From an optimization exercise on the open Yosys and OpenROAD flow, aimed at small area and few clock cycles per item; shortcuts taken in it are not production practice. RTL that was checked went through simulation tests only; none was proved equivalent to the original. Power figures rest on the tool's default switching activity, not on a simulated workload.

Design bucketed_hash_set, start of the top module:
module bucketed_hash_set #(
    parameter int BUCKET_COUNT     = DEF_BUCKET_COUNT,
    parameter int SLOTS_PER_BUCKET = DEF_SLOTS_PER_BUCKET
) (
    input  logic      i_clk,
    input  logic      i_rst_n,
    input  logic             i_req_valid,
    output logic             o_req_ready,
    input  logic [CMD_W-1:0] i_req_command,
    input  logic [KEY_W-1:0] i_req_key,
    output logic             o_rsp_valid,
    input  logic             i_rsp_ready,
    output logic [STS_W-1:0] o_rsp_status
);
Size: roughly 5400 cells after synthesis, ~2400 flip-flops, about 41 I/O pins.
clock: 10.0 ns
lec_check: 0
cap_margin: 20
core_margin: 2
core_utilization: 40
cts_cluster_diameter: 70
cts_cluster_size: 32
slew_margin: 20
synth_hierarchical: 1
run.sh (not shown) runs the stock make flow with config.mk's settings and CLKGATE_MAP_FILE= SYNTH_SCRIPT=/design/flow/synth_recipe.tcl, a recipe that flattens the netlist after the stock synthesis.
Edit:
--- a/flow/config.mk
+++ b/flow/config.mk
@@ -10,4 +10,4 @@
 export CORE_UTILIZATION = 40
-export CTS_CLUSTER_DIAMETER = 70
-export CTS_CLUSTER_SIZE = 32
+export CTS_CLUSTER_DIAMETER = 60
+export CTS_CLUSTER_SIZE = 26
 export SLEW_MARGIN = 20
What happened: Clock skew fell by 0.0081 ns; sequential cell count is unchanged; worst setup slack loses 0.032 ns.
Function was not checked in any run of this note: the RTL went through the layout flow alone.

Setup of P:
Another version of the RTL of bucketed_hash_set (not shown whole).
Size in the first run: roughly 5,500 cells after synthesis, ~2,400 flip-flops, ~41 I/O pins, ~73,000 um^2 of cells after synthesis.
make LEC_CHECK=0 CAP_MARGIN=20 CORE_MARGIN=2 CORE_UTILIZATION=40 CTS_CLUSTER_DIAMETER=65 CTS_CLUSTER_SIZE=32 SLEW_MARGIN=20 finish   # period 10.0 ns
Testbench counts of P, summed over its fixed seeds: cycles 24,552, items 24,000.
Relative to P, the following input files were edited for Q:
--- a/flow/config.mk
+++ b/flow/config.mk
@@ -9,5 +9,6 @@
 export CORE_MARGIN = 2
-export CORE_UTILIZATION = 40
-export CTS_CLUSTER_DIAMETER = 65
-export CTS_CLUSTER_SIZE = 32
+export CORE_UTILIZATION = 55
+export CTS_CLUSTER_DIAMETER = 50
+export CTS_CLUSTER_SIZE = 30
+export PLACE_DENSITY = 0.7
 export SLEW_MARGIN = 20
## What came out
- Q vs. P: peak fanout along the critical path moved down; power per standard cell area now sits higher; register area was more or less identical.
- Lower final worst setup slack among P and Q: Q
- Number of standard cells after synthesis: P vs Q identical
The following lists how R was set up differently from Q:
--- a/flow/config.mk
+++ b/flow/config.mk
@@ -9,6 +9,3 @@
 export CORE_MARGIN = 2
-export CORE_UTILIZATION = 55
-export CTS_CLUSTER_DIAMETER = 50
-export CTS_CLUSTER_SIZE = 30
-export PLACE_DENSITY = 0.7
+export CORE_UTILIZATION = 40
 export SLEW_MARGIN = 20
Results
R -> Q: via count flat
Relative slew slack delta (R − Q): unfavourable
R: all stages complete, timing, DRC and antenna checks passed
Comparing Q and R, met2 global-route usage is higher on Q.
R vs Q: met2 wire length up in R
Global-route wire length before repair: R vs Q up about 6%
diff inputs: R => S
--- a/flow/config.mk
+++ b/flow/config.mk
@@ -10,2 +10,5 @@
 export CORE_UTILIZATION = 40
+export CTS_CLUSTER_DIAMETER = 70
+export CTS_CLUSTER_SIZE = 32
 export SLEW_MARGIN = 20
+export SYNTH_HIERARCHICAL = 1
## What came out
Taking R as the reference point, the clock-buffer cell count of S falls by about 60%.
Between R and S, the fraction of the mapped netlist area in adder cells does not differ in any meaningful way.
R has a lower relative contribution of sequential cells to total power than S.
Across both runs, core utilization of the finished layout was lower for S than for R.
The higher routed wire length came out of R.
S vs R — maximum fanout along the worst path dropped by more than 10%
R → S: maximum frequency -0.0065 GHz, total power of the final layout -7.9%, overflow left after global routing ~0 delta.
From R to S the numbers moved as follows: number of inverters outside the clock class in the layout increased by about 22% relative to the old numbers, first-pass GRT wire length went down by about 13%.
> inputs changed (S -> T)
--- a/flow/config.mk
+++ b/flow/config.mk
@@ -12,2 +12,3 @@
 export CTS_CLUSTER_SIZE = 32
+export PLACE_DENSITY = 0.75
 export SLEW_MARGIN = 20
## What came out
The lower global-route track usage on met1 came out of T. T vs. S: standard cell core area neither gained nor lost much; largest incremental delay on the critical path picked up an extra 290 ps. Sequential fraction of total cell area in T is 0.58 points above S. Compared with S, in T final total power shrank by about 2.3%, remaining global-route overflow was more or less identical, setup slack at placement did not really move.

== build 35 ==
bucketed_hash_set again, from the RTL that the note above started with.
## bucketed_hash_set
module bucketed_hash_set #(
    parameter int BUCKET_COUNT     = DEF_BUCKET_COUNT,
    parameter int SLOTS_PER_BUCKET = DEF_SLOTS_PER_BUCKET
) (
    input  logic      i_clk,
    input  logic      i_rst_n,
    input  logic             i_req_valid,
    output logic             o_req_ready,
    input  logic [CMD_W-1:0] i_req_command,
    input  logic [KEY_W-1:0] i_req_key,
    output logic             o_rsp_valid,
    input  logic             i_rsp_ready,
    output logic [STS_W-1:0] o_rsp_status
);
clock: 10.0 ns
lec_check: 0
cap_margin: 20
core_margin: 2
core_utilization: 40
cts_cluster_diameter: 70
cts_cluster_size: 32
place_density: 0.95
slew_margin: 20
synth_hierarchical: 1
Build 35 has completed all stages; timing, DRC and antenna checks passed.
Testbench counts of build 35, summed over its fixed seeds: cycles 24,552, items 24,000.
The following lists how build 69 was set up differently from build 35:
Settings: removing PLACE_DENSITY (formerly 0.95); changing CTS_CLUSTER_DIAMETER from 70 to 60; removing SYNTH_HIERARCHICAL (formerly 1); changing CTS_CLUSTER_SIZE from 32 to 26.
Notes after the runs:
Build 69 | status: complete | timing, DRC, antenna: pass
On build 69: share of final-layout standard cells stronger than drive strength 1 is 1.7 points lower than what build 35 gave.
Build 69 vs build 35 on routing usage on met2: build 69 is the higher one.
The number of filler instances in the final layout in build 69 is 1.11 times that in build 35.
~same top-level I/O count in build 35 and build 69
Relative to build 35, worst setup slack has gone up in build 69.
Cmp build 35 and build 69 / wire length of the first global-routing pass / lower: build 35
Summary of build 69 over build 35: clock power grew by 29%, cell count shows an increase of 425.
For build 73, these inputs were changed with respect to build 69:
Settings: an added SYNTH_HIERARCHICAL of 1.
==> notes.md <==
Final critical-path share of the clock period up 4.8 points in build 73 wrt build 69. Diff build 69 -> build 73 | post-route cell area | decrease of 0.0014 mm2. Sort build 73 and build 69 by total power asc -> top: build 69. [compare] base=build 69 new=build 73: count of filler cells inserted in the layout saw a decrease, well-tap cell count saw a decrease, instance area after placement moved down, clock network fraction of design power went down. Diff build 69 -> build 73: wire length down about 13%, worst hold slack down 0.0071 ns. In the reports for build 73 and build 69, the larger die width belongs to build 69. In build 73 relative to build 69, final net count had gone down by a few percent.
--- input diff build 73..build 33 ---
Settings: changing CTS_CLUSTER_SIZE from 26 to 32; setting PLACE_DENSITY to 0.88 for the first time; changing CTS_CLUSTER_DIAMETER from 60 to 70.
--- outcome ---
- Of the two values seen for slowest cell on the critical path, sky130_fd_sc_hd__nor4_1 was produced by build 33 and sky130_fd_sc_hd__edfxtp_1 by build 73.
- Between build 33 and build 73, the fraction of the mapped netlist area in simple logic gates figures differ only marginally.
- The final reports for build 33 and build 73 show maximum fanout count along the critical path higher in the former.
- Sort build 73 and build 33 by sequential share of layout area, ascending, and build 73 comes first.
- Between build 73 and build 33, the area of combinational cells with multiple inputs figures differ only marginally.
- In the final reports, the cell area of build 33 is smaller than that of build 73.
- Summary — core utilization, build 33 relative to build 73: lower, by 0.85 points.
- Build 73 reports its beginning of the critical path as r_sel[0]$_DFFE_PP_ while build 33 reports r_sel[5]$_DFFE_PP_.
- Build 73 → build 33: global-route usage went down 1.5 points; sequential power held; total design power went down about 4.6%.
For build 42, these inputs were changed with respect to build 33:
Settings: a change of CTS_CLUSTER_SIZE from 32 to 38; a change of CTS_CLUSTER_DIAMETER from 70 to 60.
Notes after the runs:
Build 42 closes out successfully: all stages finished, all timing, DRC and antenna checks passed.
Comparing build 33 and build 42, the higher aggregate routed wire length was measured on build 42.
From build 33 to build 42 the numbers moved as follows: fmax now smaller, global routing usage on met2 now larger, area of the core comparable, global-route wire length before repair now larger.
Comparing detailed-route vias per instance for build 33 and build 42, the bigger number came from build 42.
Compared with build 33, in build 42 final area went up 1.7%; via count increased 1.5%.

==> afterwards: timing with drivers on the ports <==
Ports are ideal in the flow. The routed layouts listed here were re-timed in OpenROAD.
Step 1 assumes that a clkbuf_16 drives the clock port and a buf_2 every other input.
Step 2 moves the port delays by t, midway between the first and last clock arrival at a register: inputs arrive t later, outputs are due t later. That takes back most of the time a late clock gives input paths.
Three values: no drivers, after step 1, after step 2; two values: the first two.
run | t (ns) | setup slack, ns | worst hold slack (ns)
the first run of note 1 | 0.861 | 1.269 / 1.187 / 1.922 | 0.314 / 0.314 / 0.314
the second run of note 1 | 0.878 | 1.237 / 1.157 / 1.932 | 0.320 / 0.320 / 0.320
P | 0.883 | 2.057 / 1.968 / 1.670 | 0.323 / 0.323 / 0.323
Q | 0.881 | 1.879 / 1.798 / 1.656 | 0.325 / 0.325 / 0.325
R | 0.948 | 2.040 / 1.952 / 1.663 | 0.317 / 0.317 / 0.317
S | 0.845 | 1.605 / 1.524 / 1.971 | 0.330 / 0.330 / 0.330
T | 0.815 | 1.846 / 1.778 / 1.906 | 0.320 / 0.320 / 0.320
build 35 | 0.795 | 1.432 / 1.350 / 1.745 | 0.337 / 0.337 / 0.337
build 69 | 0.903 | 2.086 / 1.992 / 1.673 | 0.336 / 0.336 / 0.336
build 73 | 0.858 | 1.608 / 1.531 / 1.976 | 0.329 / 0.329 / 0.329
build 33 | 0.802 | 1.855 / 1.773 / 1.774 | 0.333 / 0.333 / 0.333
build 42 | 0.855 | 1.639 / 1.558 / 1.709 | 0.295 / 0.295 / 0.295
After both steps setup and hold are still met in every run listed. The setup slack of build 69, which loses most, moves by -0.094 ns with the drivers and by -0.413 ns with both steps.
